What follows belongs to an exercise in optimizing a design on an open flow for small area and a short achievable clock period; a production flow would make more cautious choices. The RTL was checked by simulation tests, not by an equivalence proof against the original design.

Design alu_core, start of the top module:
module alu_core
#(
  parameter int DATA_WIDTH = alu_pkg::ALU_DATA_WIDTH
) (
  input  logic                  clk,
  input  logic                  rst_n,
  input  logic [7:0]            i_alu_op,
  input  logic [DATA_WIDTH-1:0] i_a,
  input  logic [DATA_WIDTH-1:0] i_b,
  output logic [DATA_WIDTH-1:0] o_c,
  output logic                  o_zero,
  output logic                  o_div0,
  output logic [DATA_WIDTH-1:0] o_c_q,
  output logic                  o_zero_q
);
Settings: LEC_CHECK=0, ABC_AREA=1, CAP_MARGIN=20, CORE_MARGIN=2, CORE_UTILIZATION=40, SLEW_MARGIN=20; clock period 200.0 ns.
standard.sh (not shown) runs the stock make flow with config.mk's settings and CLKGATE_MAP_FILE= SYNTH_SCRIPT=/design/flow/synth_recipe.tcl, a recipe that flattens the netlist after the stock synthesis.
==> flow/flow/run.sh <==
#!/bin/bash
set -o pipefail
bash standard.sh SETUP_SLACK_MARGIN=46 SKIP_GATE_CLONING=1 SKIP_PIN_SWAP=1 "BUFFER_PORTS_ARGS=-buffer_cell sky130_fd_sc_hd__buf_2" cts > standard_flow_to_cts.log 2>&1
bash standard.sh SETUP_SLACK_MARGIN=43 SETUP_MOVE_SEQUENCE=sizeup SKIP_GATE_CLONING=1 SKIP_PIN_SWAP=1 grt > standard_flow_grt.log 2>&1
bash standard.sh finish > standard_flow_finish.log 2>&1
Edit:
==> flow/flow/run.sh (replaced) <==
#!/bin/bash
set -o pipefail
bash standard.sh SETUP_SLACK_MARGIN=52 SKIP_GATE_CLONING=1 SKIP_PIN_SWAP=1 "BUFFER_PORTS_ARGS=-buffer_cell sky130_fd_sc_hd__buf_2" cts > standard_flow_to_cts.log 2>&1
bash standard.sh SETUP_SLACK_MARGIN=47 SETUP_MOVE_SEQUENCE=sizeup SKIP_GATE_CLONING=1 SKIP_PIN_SWAP=1 grt > standard_flow_grt.log 2>&1
bash standard.sh finish > standard_flow_finish.log 2>&1
After rerunning: The changed run produced a clean layout. Fmax rises by 2.1%. Clock-buffer cell count does not change. Cell area rises by 3.3%. Utilization rises by 1.4 points. Routed wire length rises by 1.7%. Flip-flop and latch count does not change. Setup slack improved by 3.1 ns. Hold slack got worse by 0.011 ns. Critical path depth rises by 17.
Edit:
==> flow/flow/run.sh (replaced) <==
#!/bin/bash
set -o pipefail
bash standard.sh SETUP_SLACK_MARGIN=50 SKIP_GATE_CLONING=1 SKIP_PIN_SWAP=1 "BUFFER_PORTS_ARGS=-buffer_cell sky130_fd_sc_hd__buf_2" cts > standard_flow_to_cts.log 2>&1
bash standard.sh SETUP_SLACK_MARGIN=45 SETUP_MOVE_SEQUENCE=sizeup SKIP_GATE_CLONING=1 SKIP_PIN_SWAP=1 grt > standard_flow_grt.log 2>&1
bash standard.sh finish > standard_flow_finish.log 2>&1
The new run completed with no timing, DRC or antenna violations.
Die area stays the same.
Cell area decreases by 1.9%.
Wire length decreases by 0.55%.
Synthesized area stays the same.

## v44
Starting RTL as in the previous note.
Design alu_core, start of the top module:
module alu_core
#(
  parameter int DATA_WIDTH = alu_pkg::ALU_DATA_WIDTH
) (
  input  logic                  clk,
  input  logic                  rst_n,
  input  logic [7:0]            i_alu_op,
  input  logic [DATA_WIDTH-1:0] i_a,
  input  logic [DATA_WIDTH-1:0] i_b,
  output logic [DATA_WIDTH-1:0] o_c,
  output logic                  o_zero,
  output logic                  o_div0,
  output logic [DATA_WIDTH-1:0] o_c_q,
  output logic                  o_zero_q
);
  function automatic logic [31:0] cneg(input logic [31:0] x, input logic inv, input logic inc);
    logic [31:0] r;
    logic        any;
    any = 1'b0;
    for (int k = 0; k < 32; k++) begin
      r[k] = x[k] ^ (inv & ~(inc & ~any));
      any  = any | x[k];
    end
    cneg = r;
  endfunction
  logic [3:0]  op;
  logic [31:0] a, b;
  assign op = i_alu_op[3:0];
  assign a  = i_a;
  assign b  = i_b;
  logic valid;
  logic is_add, is_sub, is_and, is_or, is_xor, is_inv, is_slt;
  logic is_sll, is_srl, is_sra, is_mul, is_div, is_rem;
  assign valid  = (i_alu_op[7:4] == 4'd0);
  assign is_add = valid & (op == 4'h0);
  assign is_sub = valid & (op == 4'h1);
  assign is_and = valid & (op == 4'h2);
  assign is_or  = valid & (op == 4'h3);
  assign is_xor = valid & (op == 4'h4);
  assign is_inv = valid & (op == 4'h5);
  assign is_slt = valid & (op == 4'h6);
  assign is_sll = valid & (op == 4'h7);
  assign is_srl = valid & (op == 4'h8);
  assign is_sra = valid & (op == 4'h9);
  assign is_mul = valid & (op == 4'hA);
  assign is_div = valid & (op == 4'hB);
  assign is_rem = valid & (op == 4'hC);
  logic        dm, divrem, addsub, subm, mulm, sgn, b_zero;
  logic [4:0]  sh;
  logic [31:0] onehot, abs_b, bd, dvd, y, lsb, msel, hb;
  assign dm     = op[3] & (op[2] | op[0] | ~op[1]);
  assign divrem = op[3] & (op[2] | (op[1] & op[0]));
  assign addsub = ~op[3] & ~(op[1] & op[0]);
  assign subm   = ~op[3] & (op[1] ^ op[0]);
  assign mulm   = op[3];
  assign sgn    = op[3] & (op[2] | op[0]);
  ...
clock: 200.0 ns
lec_check: 0
abc_area: 1
cap_margin: 20
core_margin: 2
core_utilization: 40
gpl_routability_driven: 0
slew_margin: 20
==> flow/flow/run.sh <==
#!/bin/bash
set -o pipefail
bash standard.sh SETUP_SLACK_MARGIN=50 SKIP_GATE_CLONING=1 SKIP_PIN_SWAP=1 "BUFFER_PORTS_ARGS=-buffer_cell sky130_fd_sc_hd__buf_2" cts > standard_flow_to_cts.log 2>&1
bash standard.sh finish > standard_flow_finish.log 2>&1
Changes in v11 relative to v44:
==> flow/flow/run.sh <==
#!/bin/bash
# The standard layout, with two changes:
#  - synthesis runs flow/synth.tcl: the standard synthesis followed by a second ABC
#    mapping pass (flow/abc.script) over the logic, keeping the flip-flops as they are;
#  - up to and including clock-tree synthesis, repair_timing is asked to keep a setup
#    margin of 52 ns beyond the constraint.
# Each make run's output goes to its own log here; ORFS keeps each tool's log under orfs/logs.
set -o pipefail
S="SYNTH_SCRIPT=$PWD/flow/synth.tcl"
bash standard.sh "$S" synth > flow_synth.log 2>&1
bash standard.sh "$S" SETUP_SLACK_MARGIN=52 cts > flow_to_cts.log 2>&1
bash standard.sh "$S" finish > flow_finish.log 2>&1
==> flow/flow/abc.script (new file) <==
strash
dc2
dc2
dch
map -B 0.9
topo
stime -c
buffer -c
dnsize -c
==> flow/flow/synth.tcl (new file) <==
# The standard synthesis (synth_recipe.tcl), followed by a second mapping pass:
# every standard cell except the flip-flops (and tie cells) is dissolved back into
# logic and ABC maps it again with this flow's abc.script, which restructures the
# logic for area (dc2) and maps it without upsizing gates.
# The flip-flops keep the standard synthesis's names and cells.
set flow_dir [file dirname [file normalize [info script]]]
proc synth {args} { yosys synth -nofsm -noshare {*}$args }
source $::env(SCRIPTS_DIR)/synth.tcl
# left out here: clear keep_hierarchy, flatten, clean up

set flow_lib [lindex $::env(LIB_FILES) 0]
read_liberty -overwrite -ignore_miss_func $flow_lib
blackbox sky130_fd_sc_hd__df* sky130_fd_sc_hd__sdf* sky130_fd_sc_hd__dl* sky130_fd_sc_hd__ed* sky130_fd_sc_hd__conb*
hierarchy -top $::env(DESIGN_NAME)
flatten
opt_clean
log_cmd abc -script $flow_dir/abc.script {*}[lrange $abc_args 2 end]
setundef -zero
splitnets
opt_clean -purge
hilomap -singleton -hicell {*}$::env(TIEHI_CELL_AND_PORT) -locell {*}$::env(TIELO_CELL_AND_PORT)
if { $::env(SYNTH_INSBUF) } {
  insbuf -buf {*}$::env(MIN_BUF_CELL_AND_PORTS)
}
opt_clean -purge
tee -o $::env(REPORTS_DIR)/synth_stat_pass2.txt stat {*}$lib_args
# left out here: hide names made inside functions, write 1_2_yosys.v
-- flow/config.mk --
<<< v44, line 12
export GPL_ROUTABILITY_DRIVEN = 0
>>> v11, line 12
Results
- v11 reached the end of the flow, and the finished layout is clean on the timing, design-rule and antenna checks.
- From v44 to v11 the numbers moved as follows: maximum frequency shows an increase of 0.032 MHz, final-layout clock-cell area share was more or less identical.
- Re slack of the critical path: v11 is 0.74 ns up on v44.
- The count of placed standard cells in the final layout, fillers left out of v11 exceeds that of v44 by 17%.
- Finished layout cell area of v44 is on par with v11.
- v11 ends up with a cell area after placement that is about 8% lower than in v44.
- For post-CTS clock slew at the launch and capture registers of the worst setup and hold paths, v11 and v44 come out practically identical.
- When v11 is measured against v44, its number of cells produced by synthesis turns out about 19% higher.
#### Input delta (v41 over v11)
==> flow/flow/run.sh <==
#!/bin/bash
set -o pipefail
bash standard.sh SETUP_SLACK_MARGIN=60 SETUP_MOVE_SEQUENCE=sizeup SKIP_GATE_CLONING=1 SKIP_PIN_SWAP=1 cts > standard_flow_to_cts.log 2>&1
bash standard.sh finish > standard_flow_finish.log 2>&1
removed: flow/flow/abc.script
removed: flow/flow/synth.tcl
- v41 vs. v11: setup slack now larger, width of the die went up about 5%.
- Of v11 and v41, the run reporting the lower number of setup buffers added after CTS was v41.
- NOTE final net count v11->v41 decreased by more than 10%
The following lists how v13 was set up differently from v41:
==> flow/flow/run.sh <==
#!/bin/bash
set -o pipefail
bash standard.sh SETUP_SLACK_MARGIN=65 SKIP_GATE_CLONING=1 SKIP_PIN_SWAP=1 floorplan > standard_flow_floorplan.log 2>&1
bash standard.sh SETUP_SLACK_MARGIN=50 SKIP_GATE_CLONING=1 SKIP_PIN_SWAP=1 "BUFFER_PORTS_ARGS=-buffer_cell sky130_fd_sc_hd__buf_2" cts > standard_flow_to_cts.log 2>&1
bash standard.sh finish > standard_flow_finish.log 2>&1
Placement-stage cell area: lower on v13. Going from v41 to v13, delay of the slowest critical-path stage grows by 0.07 ns. Clock-pin slew on the worst setup and hold paths of v41 is on par with v13. v13 ends up with higher number of stages on the worst setup path than v41 does. In v13 the relative area change from synthesis to final layout turned out 5.8 points lower than in v41. From v41 to v13 the numbers moved as follows: fraction of area in non-clock buffers shrank by 0.61 points; maximum achievable frequency shrank by 2.7%; sum of met3 wire segment lengths after detailed routing grew by 6.0%.
Relative to v13, the following input files were edited for v21:
-- flow/flow/run.sh --
<<< v13, line 3
bash standard.sh SETUP_SLACK_MARGIN=65 SKIP_GATE_CLONING=1 SKIP_PIN_SWAP=1 floorplan > standard_flow_floorplan.log 2>&1
>>> v21, line 3
v21 did not stop at any stage, and its layout met the timing, design-rule and antenna checks. Non-clock buffer count (v13 / v21): 0.926. Average vias per placed instance in v21 vs v13: up about 0.37%. | total placed cells including tap cells | v21 vs v13 | ≈ equal |. v13 reports its worst-path cell with the longest stage delay as sky130_fd_sc_hd__nor2_1 while v21 reports sky130_fd_sc_hd__clkinv_1. Lower worst setup slack among v21 and v13: v21. NOTE weighted congestion at the end of routability-driven global placement v13->v21 decreased slightly. The higher worst slack on hold paths of v21 and v13 is in v13.
Setup changes, v21 to v27
-- flow/flow/run.sh --
<<< v21, line 4
>>> v27, line 4
bash standard.sh SETUP_SLACK_MARGIN=40 RECOVER_POWER=30 SKIP_GATE_CLONING=1 SKIP_PIN_SWAP=1 grt > standard_flow_grt.log 2>&1
The wire length was comparable across v21 and v27.
v27 against v21: utilization ~0 delta, combined area of the multi-input logic cells now sits at about the same level, non-clock buffer area fraction after layout saw little to no change, count of buffering cells on the critical path with inverters included now larger.
To summarise v27: no stage aborted, but the layout did not pass its checks, failing on capacitance limit, slew limit.
| post-route fraction of the period consumed by the critical path | v27 vs v21 | ≈ equal |
Any difference in sequential share of layout area between v21 and v27 is small enough to ignore.

[afterwards: timing with drivers on the ports]
No port has a modelled driver above. Below, the same layouts with a new extraction and two added sets of constraints. Step 1 sets driving cells, clkbuf_16 on the clock port and buf_2 on the other inputs (assumed; they add their load-dependent delay and slew). Step 2, shift: input delay + t, output delay - t, t = (earliest + latest rising clock arrival at the registers) / 2. This alone moves slack from input paths to output paths. a / b / c = ideal / step 1 / step 2; a / b = the first two.
run | t, ns | setup WS [ns] | latest minus earliest clock arrival (ns)
the first run of note 1 | 0.324 | 49.633 / 49.612 / 49.612 | 0.005 / 0.005
the second run of note 1 | 0.325 | 52.726 / 52.704 / 52.704 | 0.007 / 0.008
the third run of note 1 | 0.326 | 51.170 / 51.149 / 51.149 | 0.006 / 0.006
v44 | 0.334 | 48.860 / 48.839 / 48.839 | 0.005 / 0.005
v11 | 0.321 | 49.598 / 49.579 / 49.579 | 0.007 / 0.007
v41 | 0.326 | 53.107 / 53.085 / 53.085 | 0.006 / 0.006
v13 | 0.352 | 48.956 / 48.938 / 48.938 | 0.013 / 0.013
v21 | 0.323 | 48.939 / 48.917 / 48.917 | 0.005 / 0.005
v27 | 0.326 | 48.899 / 48.877 / 48.877 | 0.007 / 0.007
